This design comes from an exercise in tuning for small area on the open sky130 flow, not from production work. In this exercise RTL edits were held to simulation tests only and were not proved equivalent to the original. Power and IR drop assume default switching activity. No driver is modelled on the clock port, so clocking that relies on it looks cheaper here than on a real chip.

==> module mips_register_file, before the edit <==
module mips_register_file #(
  parameter int DATA_W = 32,
  parameter int ADDR_W = 5
) (
  input  logic              clk,
  input  logic              rst_n,
  input  logic              rd_req,
  input  logic [31:0]       instruction_set,
  output logic [DATA_W-1:0] rs_data,
  output logic [DATA_W-1:0] rt_data,
  output logic              rd_valid,
  input  logic              wr_en,
  input  logic [ADDR_W-1:0] wr_addr,
  input  logic [DATA_W-1:0] wr_data,
  output logic [15:0]       wr_count
);
  localparam int NREG = 1 << ADDR_W;
  logic [DATA_W-1:0]  regs_q [NREG];
  logic [NREG-1:0]    valid_q;
  logic [NREG-1:0]    we;
  logic [NREG-1:0]    rs_sel, rt_sel;
  logic [DATA_W-1:0]  rs_d;
  logic [DATA_W-1:0]  rt_d;
  logic [15:0]        cnt_q;
  logic               valid_rd_q;
  logic [ADDR_W-1:0]  rs_idx, rt_idx;
  logic               wr_fire;
  assign rs_idx  = instruction_set[21 +: ADDR_W];
  assign rt_idx  = instruction_set[16 +: ADDR_W];
  assign wr_fire = wr_en && (wr_addr != '0);
  always_comb begin
    for (int i = 0; i < NREG; i++) begin
      we[i] = (i != 0) && wr_fire && (wr_addr == ADDR_W'(i));
    end
    rs_sel[0] = !rd_req;
    rt_sel[0] = !rd_req;
    for (int i = 1; i < NREG; i++) begin
      rs_sel[i] = rd_req && valid_q[i] && (rs_idx == ADDR_W'(i));
      rt_sel[i] = rd_req && valid_q[i] && (rt_idx == ADDR_W'(i));
    end
  end
  for (genvar b = 0; b < DATA_W; b++) begin : g_rd
    logic [NREG-1:1] col;
    for (genvar i = 1; i < NREG; i++) begin : g_col
      assign col[i] = regs_q[i][b];
    end
    mips_rf_rdbit u_rs (.sel(rs_sel), .din({col, rs_data[b]}), .y(rs_d[b]));
    mips_rf_rdbit u_rt (.sel(rt_sel), .din({col, rt_data[b]}), .y(rt_d[b]));
  end
  always_ff @(posedge clk or negedge rst_n) begin
    if (!rst_n) begin
      valid_rd_q <= 1'b0;
      rs_data    <= '0;
      rt_data    <= '0;
      cnt_q      <= '0;
      valid_q    <= '0;
    end else begin
      valid_rd_q <= rd_req;
      rs_data    <= rs_d;
      rt_data    <= rt_d;
      if (wr_fire && (cnt_q != 16'hFFFF)) cnt_q <= cnt_q + 16'd1;
      valid_q    <= valid_q | we;
    end
  end
  for (genvar g = 1; g < NREG; g++) begin : g_reg
    always_ff @(posedge clk) begin
      if (we[g]) regs_q[g] <= wr_data;
    end
  end
  assign rd_valid = valid_rd_q;
  assign wr_count = cnt_q;
endmodule
export LEC_CHECK = 0
export CAP_MARGIN = 30
export CORE_MARGIN = 2
export CORE_UTILIZATION = 60
export SLEW_MARGIN = 30
export SYNTH_HIERARCHICAL = 1
create_clock -name core_clock -period 5.0 [get_ports {clk}]
standard.sh (not shown) runs the stock make flow with config.mk's settings and CLKGATE_MAP_FILE= SYNTH_SCRIPT=/design/flow/synth_recipe.tcl, a recipe that flattens the netlist after the stock synthesis.
==> flow/flow/run.sh <==
#!/bin/bash
# The standard ORFS layout (standard.sh), with two changes to how it is built:
#  - the ports are buffered with the smallest buffer (buf_1) instead of clkdlybuf4s50_1;
#  - clock tree synthesis uses clkbuf_16 only, larger sink clusters and no dummy loads.
set -euo pipefail
export BUFFER_PORTS_ARGS="-buffer_cell sky130_fd_sc_hd__buf_1"
export CTS_ARGS="-sink_clustering_enable -repair_clock_nets -dont_use_dummy_load -buf_list sky130_fd_sc_hd__clkbuf_16 -sink_clustering_size 30 -sink_clustering_max_diameter 100"
bash standard.sh > standard_make.log 2>&1
Change:
--- a/flow/design.v
+++ b/flow/design.v
@@ -52,6 +52,6 @@
   logic [NREG-1:0]    we;
   logic [NREG-1:0]    rs_sel, rt_sel;
-  logic [DATA_W-1:0]  rs_d;
-  logic [DATA_W-1:0]  rt_d;
+  logic [DATA_W-1:0]  rs_q, rs_d;
+  logic [DATA_W-1:0]  rt_q, rt_d;
   logic [15:0]        cnt_q;
   logic               valid_rd_q;
@@ -73,22 +73,25 @@
   end
   for (genvar b = 0; b < DATA_W; b++) begin : g_rd
-    logic [NREG-1:1] col;
-    for (genvar i = 1; i < NREG; i++) begin : g_col
-      assign col[i] = regs_q[i][b];
+    logic [NREG-1:0] rs_din, rt_din;
+    assign rs_din[0] = rs_q[b];
+    assign rt_din[0] = rt_q[b];
+    for (genvar i = 1; i < NREG; i++) begin : g_din
+      assign rs_din[i] = regs_q[i][b];
+      assign rt_din[i] = regs_q[i][b];
     end
-    mips_rf_rdbit u_rs (.sel(rs_sel), .din({col, rs_data[b]}), .y(rs_d[b]));
-    mips_rf_rdbit u_rt (.sel(rt_sel), .din({col, rt_data[b]}), .y(rt_d[b]));
+    mips_rf_rdbit u_rs (.sel(rs_sel), .din(rs_din), .y(rs_d[b]));
+    mips_rf_rdbit u_rt (.sel(rt_sel), .din(rt_din), .y(rt_d[b]));
   end
   always_ff @(posedge clk or negedge rst_n) begin
     if (!rst_n) begin
       valid_rd_q <= 1'b0;
-      rs_data    <= '0;
-      rt_data    <= '0;
+      rs_q       <= '0;
+      rt_q       <= '0;
       cnt_q      <= '0;
       valid_q    <= '0;
     end else begin
       valid_rd_q <= rd_req;
-      rs_data    <= rs_d;
-      rt_data    <= rt_d;
+      rs_q       <= rs_d;
+      rt_q       <= rt_d;
       if (wr_fire && (cnt_q != 16'hFFFF)) cnt_q <= cnt_q + 16'd1;
       valid_q    <= valid_q | we;
@@ -100,4 +103,6 @@
     end
   end
+  assign rs_data  = rs_q;
+  assign rt_data  = rt_q;
   assign rd_valid = valid_rd_q;
   assign wr_count = cnt_q;
The changed run passed the timing, design-rule and antenna checks.
Final area stays flat.
Critical path depth stays the same.
Sequential power is about the same.
Setup slack gets better by 0.21 ns.
Global-route usage stays flat.
Cell count barely changes.
Wire length goes up slightly.
Clock power goes down slightly.

== JK ==
The RTL this note starts from:
==> flow/design.v <==
module mips_rf_aoi222 (
  input  logic a0, b0, a1, b1, a2, b2,
  output logic y
);
  assign y = ~((a0 & b0) | (a1 & b1) | (a2 & b2));
endmodule
module mips_rf_ao221 (
  input  logic a0, b0, a1, b1, c,
  output logic y
);
  assign y = (a0 & b0) | (a1 & b1) | c;
endmodule
module mips_rf_wdec (
  input  logic        wr_en,
  input  logic [4:0]  wr_addr,
  output logic [31:1] we
);
  for (genvar i = 1; i < 32; i++) begin : g_we
    assign we[i] = wr_en && (wr_addr == 5'(i));
  end
endmodule
module mips_rf_rdbit (
  input  logic [31:0] sel,
  input  logic [31:0] din,
  output logic        y
);
  logic [9:0] n;
  logic       d;
  for (genvar k = 0; k < 10; k++) begin : g_aoi
    mips_rf_aoi222 u (
      .a0(sel[3*k]),   .b0(din[3*k]),
      .a1(sel[3*k+1]), .b1(din[3*k+1]),
      .a2(sel[3*k+2]), .b2(din[3*k+2]),
      .y(n[k])
    );
  end
  assign d = ~&n;
  mips_rf_ao221 u_last (
    .a0(sel[30]), .b0(din[30]), .a1(sel[31]), .b1(din[31]), .c(d), .y(y)
  );
endmodule
module mips_register_file #(
  parameter int DATA_W = 32,
  parameter int ADDR_W = 5
) (
  input  logic              clk,
  input  logic              rst_n,
  input  logic              rd_req,
  input  logic [31:0]       instruction_set,
  output logic [DATA_W-1:0] rs_data,
  output logic [DATA_W-1:0] rt_data,
  output logic              rd_valid,
  input  logic              wr_en,
  input  logic [ADDR_W-1:0] wr_addr,
  input  logic [DATA_W-1:0] wr_data,
  output logic [15:0]       wr_count
);
  localparam int NREG = 1 << ADDR_W;
  logic [DATA_W-1:0]  regs_q [NREG];
  logic [NREG-1:0]    valid_q;
  logic [NREG-1:0]    we;
  logic [NREG-1:0]    rs_sel, rt_sel;
  logic [DATA_W-1:0]  rs_d;
  logic [DATA_W-1:0]  rt_d;
  logic [15:0]        cnt_q, cnt_t;
  logic               valid_rd_q;
  logic [ADDR_W-1:0]  rs_idx, rt_idx;
  logic               wr_fire;
  assign rs_idx  = instruction_set[21 +: ADDR_W];
  assign rt_idx  = instruction_set[16 +: ADDR_W];
  assign wr_fire = wr_en && (wr_addr != '0);
  mips_rf_wdec u_wdec (
    .wr_en(wr_en), .wr_addr(wr_addr), .we(we[NREG-1:1])
  );
  assign we[0] = 1'b0;
  always_comb begin
    rs_sel[0] = !rd_req;
    rt_sel[0] = !rd_req;
    for (int i = 1; i < NREG; i++) begin
      rs_sel[i] = rd_req && valid_q[i] && (rs_idx == ADDR_W'(i));
      rt_sel[i] = rd_req && valid_q[i] && (rt_idx == ADDR_W'(i));
    end
  end
  for (genvar b = 0; b < DATA_W; b++) begin : g_rd
    logic [NREG-1:1] col;
    for (genvar i = 1; i < NREG; i++) begin : g_col
      assign col[i] = regs_q[i][b];
    end
    mips_rf_rdbit u_rs (.sel(rs_sel), .din({col, rs_data[b]}), .y(rs_d[b]));
    mips_rf_rdbit u_rt (.sel(rt_sel), .din({col, rt_data[b]}), .y(rt_d[b]));
  end
  always_comb begin
    cnt_t[0] = wr_fire && !(&cnt_q);
    for (int k = 1; k < 16; k++) cnt_t[k] = cnt_t[k-1] && cnt_q[k-1];
  end
  always_ff @(posedge clk or negedge rst_n) begin
    if (!rst_n) begin
      valid_rd_q <= 1'b0;
      rs_data    <= '0;
      rt_data    <= '0;
      cnt_q      <= '0;
      valid_q    <= '0;
    end else begin
      valid_rd_q <= rd_req;
      rs_data    <= rs_d;
      rt_data    <= rt_d;
      cnt_q      <= cnt_q ^ cnt_t;
      valid_q    <= valid_q | we;
    end
  end
  for (genvar g = 1; g < NREG; g++) begin : g_reg
    always_ff @(posedge clk) begin
      if (we[g]) regs_q[g] <= wr_data;
    end
  end
  assign rd_valid = valid_rd_q;
  assign wr_count = cnt_q;
endmodule
==> flow/config.mk <==
export PLATFORM = sky130hd
export DESIGN_NAME = mips_register_file
export DESIGN_NICKNAME = mips_register_file
export VERILOG_FILES = /design/flow/design.v
export SDC_FILE = /design/flow/constraint.sdc
export NUM_CORES = 4
export LEC_CHECK = 0
export CAP_MARGIN = 30
export CORE_MARGIN = 2
export CORE_UTILIZATION = 60
export PLACE_DENSITY = 0.8
export SLEW_MARGIN = 30
export SYNTH_HIERARCHICAL = 1
==> flow/constraint.sdc <==
create_clock -name core_clock -period 5.0 [get_ports {clk}]
set_input_delay 1.0000 -clock core_clock [delete_from_list [all_inputs] [get_ports {clk}]]
set_output_delay 1.0000 -clock core_clock [all_outputs]
set_load 0.01 [all_outputs]
==> flow/flow/run.sh <==
#!/bin/bash
# The standard ORFS layout (standard.sh), with two changes to how it is built:
#  - the ports are buffered with the smallest buffer (buf_1) instead of clkdlybuf4s50_1;
#  - clock tree synthesis uses clkbuf_16 at the leaves and clkbuf_8 above them, larger sink clusters and no dummy loads.
set -euo pipefail
export BUFFER_PORTS_ARGS="-buffer_cell sky130_fd_sc_hd__buf_1"
export CTS_ARGS="-sink_clustering_enable -repair_clock_nets -dont_use_dummy_load -buf_list sky130_fd_sc_hd__clkbuf_16 -sink_clustering_size 30 -sink_clustering_max_diameter 100 -root_buf sky130_fd_sc_hd__clkbuf_8 -tree_buf sky130_fd_sc_hd__clkbuf_8"
bash standard.sh > standard_make.log 2>&1
Input changes introduced in MS (baseline for comparison: JK):
diff --git a/flow/design.v b/flow/design.v
--- a/flow/design.v
+++ b/flow/design.v
@@ -7,19 +7,10 @@
 module mips_rf_ao221 (
   input  logic a0, b0, a1, b1, c,
   output logic y
 );
   assign y = (a0 & b0) | (a1 & b1) | c;
-endmodule
-module mips_rf_wdec (
-  input  logic        wr_en,
-  input  logic [4:0]  wr_addr,
-  output logic [31:1] we
-);
-  for (genvar i = 1; i < 32; i++) begin : g_we
-    assign we[i] = wr_en && (wr_addr == 5'(i));
-  end
 endmodule
 module mips_rf_rdbit (
   input  logic [31:0] sel,
   input  logic [31:0] din,
   output logic        y
@@ -60,22 +51,21 @@
   logic [NREG-1:0]    valid_q;
   logic [NREG-1:0]    we;
   logic [NREG-1:0]    rs_sel, rt_sel;
   logic [DATA_W-1:0]  rs_d;
   logic [DATA_W-1:0]  rt_d;
-  logic [15:0]        cnt_q, cnt_t;
+  logic [15:0]        cnt_q;
   logic               valid_rd_q;
   logic [ADDR_W-1:0]  rs_idx, rt_idx;
   logic               wr_fire;
   assign rs_idx  = instruction_set[21 +: ADDR_W];
   assign rt_idx  = instruction_set[16 +: ADDR_W];
   assign wr_fire = wr_en && (wr_addr != '0);
-  mips_rf_wdec u_wdec (
-    .wr_en(wr_en), .wr_addr(wr_addr), .we(we[NREG-1:1])
-  );
-  assign we[0] = 1'b0;
   always_comb begin
+    for (int i = 0; i < NREG; i++) begin
+      we[i] = (i != 0) && wr_fire && (wr_addr == ADDR_W'(i));
+    end
     rs_sel[0] = !rd_req;
     rt_sel[0] = !rd_req;
     for (int i = 1; i < NREG; i++) begin
       rs_sel[i] = rd_req && valid_q[i] && (rs_idx == ADDR_W'(i));
       rt_sel[i] = rd_req && valid_q[i] && (rt_idx == ADDR_W'(i));
@@ -87,14 +77,10 @@
       assign col[i] = regs_q[i][b];
     end
     mips_rf_rdbit u_rs (.sel(rs_sel), .din({col, rs_data[b]}), .y(rs_d[b]));
     mips_rf_rdbit u_rt (.sel(rt_sel), .din({col, rt_data[b]}), .y(rt_d[b]));
   end
-  always_comb begin
-    cnt_t[0] = wr_fire && !(&cnt_q);
-    for (int k = 1; k < 16; k++) cnt_t[k] = cnt_t[k-1] && cnt_q[k-1];
-  end
   always_ff @(posedge clk or negedge rst_n) begin
     if (!rst_n) begin
       valid_rd_q <= 1'b0;
       rs_data    <= '0;
       rt_data    <= '0;
@@ -102,11 +88,11 @@
       valid_q    <= '0;
     end else begin
       valid_rd_q <= rd_req;
       rs_data    <= rs_d;
       rt_data    <= rt_d;
-      cnt_q      <= cnt_q ^ cnt_t;
+      if (wr_fire && (cnt_q != 16'hFFFF)) cnt_q <= cnt_q + 16'd1;
       valid_q    <= valid_q | we;
     end
   end
   for (genvar g = 1; g < NREG; g++) begin : g_reg
     always_ff @(posedge clk) begin
--- outcome ---
- Compared with JK, MS shows a area of the multi-input gates that is 120 µm² higher.
- Number of optimization iterations in the first detailed-route pass is lower on MS
- Looking at MS and JK, the cell area is a wash.
- NOTE synthesized area JK->MS increased slightly
- Against JK, MS reports a worst hold slack that is higher.
- On clock network area share, MS and JK are neck and neck.
- Compared with JK, in MS part of the total power dissipated in the clock network did not really move, compound-cell area share of the yosys netlist flat.
- The reg-to-reg setup timing slack of MS was superior to that of JK.
- Changes observed in MS relative to JK: data required time of the critical path increased by 50 ps relative to the old numbers, maximum buffer depth of the clock tree closely matched the old numbers, final cell count increased by about 0.54% relative to the old numbers.

== job 104 ==
Another version of the RTL of mips_register_file (not shown whole).
For scale: ~2300 cells after synthesis, roughly 150 I/O pins.
==> module mips_register_file, before the edit <==
module mips_register_file #(
  parameter int DATA_W = 32,
  parameter int ADDR_W = 5
) (
  input  logic              clk,
  input  logic              rst_n,
  input  logic              rd_req,
  input  logic [31:0]       instruction_set,
  output logic [DATA_W-1:0] rs_data,
  output logic [DATA_W-1:0] rt_data,
  output logic              rd_valid,
  input  logic              wr_en,
  input  logic [ADDR_W-1:0] wr_addr,
  input  logic [DATA_W-1:0] wr_data,
  output logic [15:0]       wr_count
);
  localparam int NREG = 1 << ADDR_W;
  logic [DATA_W-1:0]  regs_q [NREG];
  logic [NREG-1:0]    valid_q;
  logic [NREG-1:0]    we;
  logic [NREG-1:0]    rs_sel, rt_sel;
  logic [DATA_W-1:0]  rs_d;
  logic [DATA_W-1:0]  rt_d;
  logic [15:0]        cnt_q, cnt_t;
  logic               valid_rd_q;
  logic [ADDR_W-1:0]  rs_idx, rt_idx;
  logic               wr_fire;
  assign rs_idx  = instruction_set[21 +: ADDR_W];
  assign rt_idx  = instruction_set[16 +: ADDR_W];
  assign wr_fire = wr_en && (wr_addr != '0);
  always_comb begin
    for (int i = 0; i < NREG; i++) begin
      we[i] = (i != 0) && wr_fire && (wr_addr == ADDR_W'(i));
    end
    rs_sel[0] = !rd_req;
    rt_sel[0] = !rd_req;
    for (int i = 1; i < NREG; i++) begin
      rs_sel[i] = rd_req && valid_q[i] && (rs_idx == ADDR_W'(i));
      rt_sel[i] = rd_req && valid_q[i] && (rt_idx == ADDR_W'(i));
    end
  end
  for (genvar b = 0; b < DATA_W; b++) begin : g_rd
    logic [NREG-1:1] col;
    for (genvar i = 1; i < NREG; i++) begin : g_col
      assign col[i] = regs_q[i][b];
    end
    mips_rf_rdbit u_rs (.sel(rs_sel), .din({col, rs_data[b]}), .y(rs_d[b]));
    mips_rf_rdbit u_rt (.sel(rt_sel), .din({col, rt_data[b]}), .y(rt_d[b]));
  end
  always_comb begin
    cnt_t[0] = wr_fire && !(&cnt_q);
    for (int k = 1; k < 16; k++) cnt_t[k] = cnt_t[k-1] && cnt_q[k-1];
  end
  always_ff @(posedge clk or negedge rst_n) begin
    if (!rst_n) begin
      valid_rd_q <= 1'b0;
      rs_data    <= '0;
      rt_data    <= '0;
      cnt_q      <= '0;
      valid_q    <= '0;
    end else begin
      valid_rd_q <= rd_req;
      rs_data    <= rs_d;
      rt_data    <= rt_d;
      cnt_q      <= cnt_q ^ cnt_t;
      valid_q    <= valid_q | we;
    end
  end
  for (genvar g = 1; g < NREG; g++) begin : g_reg
    always_ff @(posedge clk) begin
      if (we[g]) regs_q[g] <= wr_data;
    end
  end
  assign rd_valid = valid_rd_q;
  assign wr_count = cnt_q;
endmodule
clock: 5.0 ns
lec_check: 0
cap_margin: 30
core_margin: 2
core_utilization: 70
slew_margin: 30
synth_hierarchical: 1
Scripts as last shown in full above: flow/flow/run.sh
diff inputs: job 104 => job 102
--- a/flow/design.v
+++ b/flow/design.v
@@ -51,11 +51,11 @@
   logic [NREG-1:0]    valid_q;
   logic [NREG-1:0]    we;
   logic [NREG-1:0]    rs_sel, rt_sel;
   logic [DATA_W-1:0]  rs_d;
   logic [DATA_W-1:0]  rt_d;
-  logic [15:0]        cnt_q, cnt_t;
+  logic [15:0]        cnt_q;
   logic               valid_rd_q;
   logic [ADDR_W-1:0]  rs_idx, rt_idx;
   logic               wr_fire;
   assign rs_idx  = instruction_set[21 +: ADDR_W];
   assign rt_idx  = instruction_set[16 +: ADDR_W];
@@ -77,14 +77,10 @@
       assign col[i] = regs_q[i][b];
     end
     mips_rf_rdbit u_rs (.sel(rs_sel), .din({col, rs_data[b]}), .y(rs_d[b]));
     mips_rf_rdbit u_rt (.sel(rt_sel), .din({col, rt_data[b]}), .y(rt_d[b]));
   end
-  always_comb begin
-    cnt_t[0] = wr_fire && !(&cnt_q);
-    for (int k = 1; k < 16; k++) cnt_t[k] = cnt_t[k-1] && cnt_q[k-1];
-  end
   always_ff @(posedge clk or negedge rst_n) begin
     if (!rst_n) begin
       valid_rd_q <= 1'b0;
       rs_data    <= '0;
       rt_data    <= '0;
@@ -92,11 +88,11 @@
       valid_q    <= '0;
     end else begin
       valid_rd_q <= rd_req;
       rs_data    <= rs_d;
       rt_data    <= rt_d;
-      cnt_q      <= cnt_q ^ cnt_t;
+      if (wr_fire && (cnt_q != 16'hFFFF)) cnt_q <= cnt_q + 16'd1;
       valid_q    <= valid_q | we;
     end
   end
   for (genvar g = 1; g < NREG; g++) begin : g_reg
     always_ff @(posedge clk) begin
Findings:
The flow did not stop early for job 102: all stages ran, and the layout cleared the timing, design-rule and antenna checks.
Job 102 ended with less share of total power in the clock network than job 104.
Looking at final design utilization, job 102 sits 0.15 points above job 104.
Job 102 and job 104 ended up with roughly the same setup clock skew after layout.
The global-route met2 utilization number comes out higher for job 102 vs job 104.
Looking at xor-xnor portion of the synthesized cell area, job 102 sits above job 104.
Job 102 reports a higher number of nets in the synthesized netlist than job 104 does.
Job 102 gives more combinational power than job 104 did.
Worst hold slack across all endpoints (job 102 over job 104): increase, 12 ps
Net total in the final layout: job 102 vs job 104, no meaningful difference
Status: number of primary I/O pins parity (job 102, job 104)

-- afterwards: timing with drivers on the ports --
In the flow no input, the clock included, has a driving cell. The finished layouts below were timed again as built, in two steps. Step 1, drivers: a clkbuf_16 drives clk and a buf_2 each remaining input, both assumed. Step 2, shift: input delay + t, output delay - t, t = (earliest + latest rising clock arrival at the registers) / 2. This alone moves slack from input paths to output paths. a / b / c = no drivers / after step 1 / after step 2; a / b = the first two.
run	t (ns)	setup WS [ns]	worst setup path after step 2	latest minus earliest clock arrival (ns)	cell pins on the clock port's net
the first run of note 1	0.700	1.359 / 1.400 / 0.700	input to register	0.038 / 0.038	1
the second run of note 1	0.695	1.568 / 1.607 / 0.912	input to register	0.049 / 0.048	1
JK	0.812	0.791 / 0.822 / 0.010	input to register	0.065 / 0.064	1
MS	0.827	1.707 / 1.734 / 0.907	input to register	0.052 / 0.053	1
job 104	0.806	0.817 / 0.857 / 0.051	input to register	0.054 / 0.054	1
job 102	0.805	1.556 / 1.601 / 0.795	input to register	0.049 / 0.049	1
After both steps every run listed still meets setup and hold. The setup slack of MS, which loses most, moves by +0.027 ns with the drivers and by -0.800 ns with both steps.
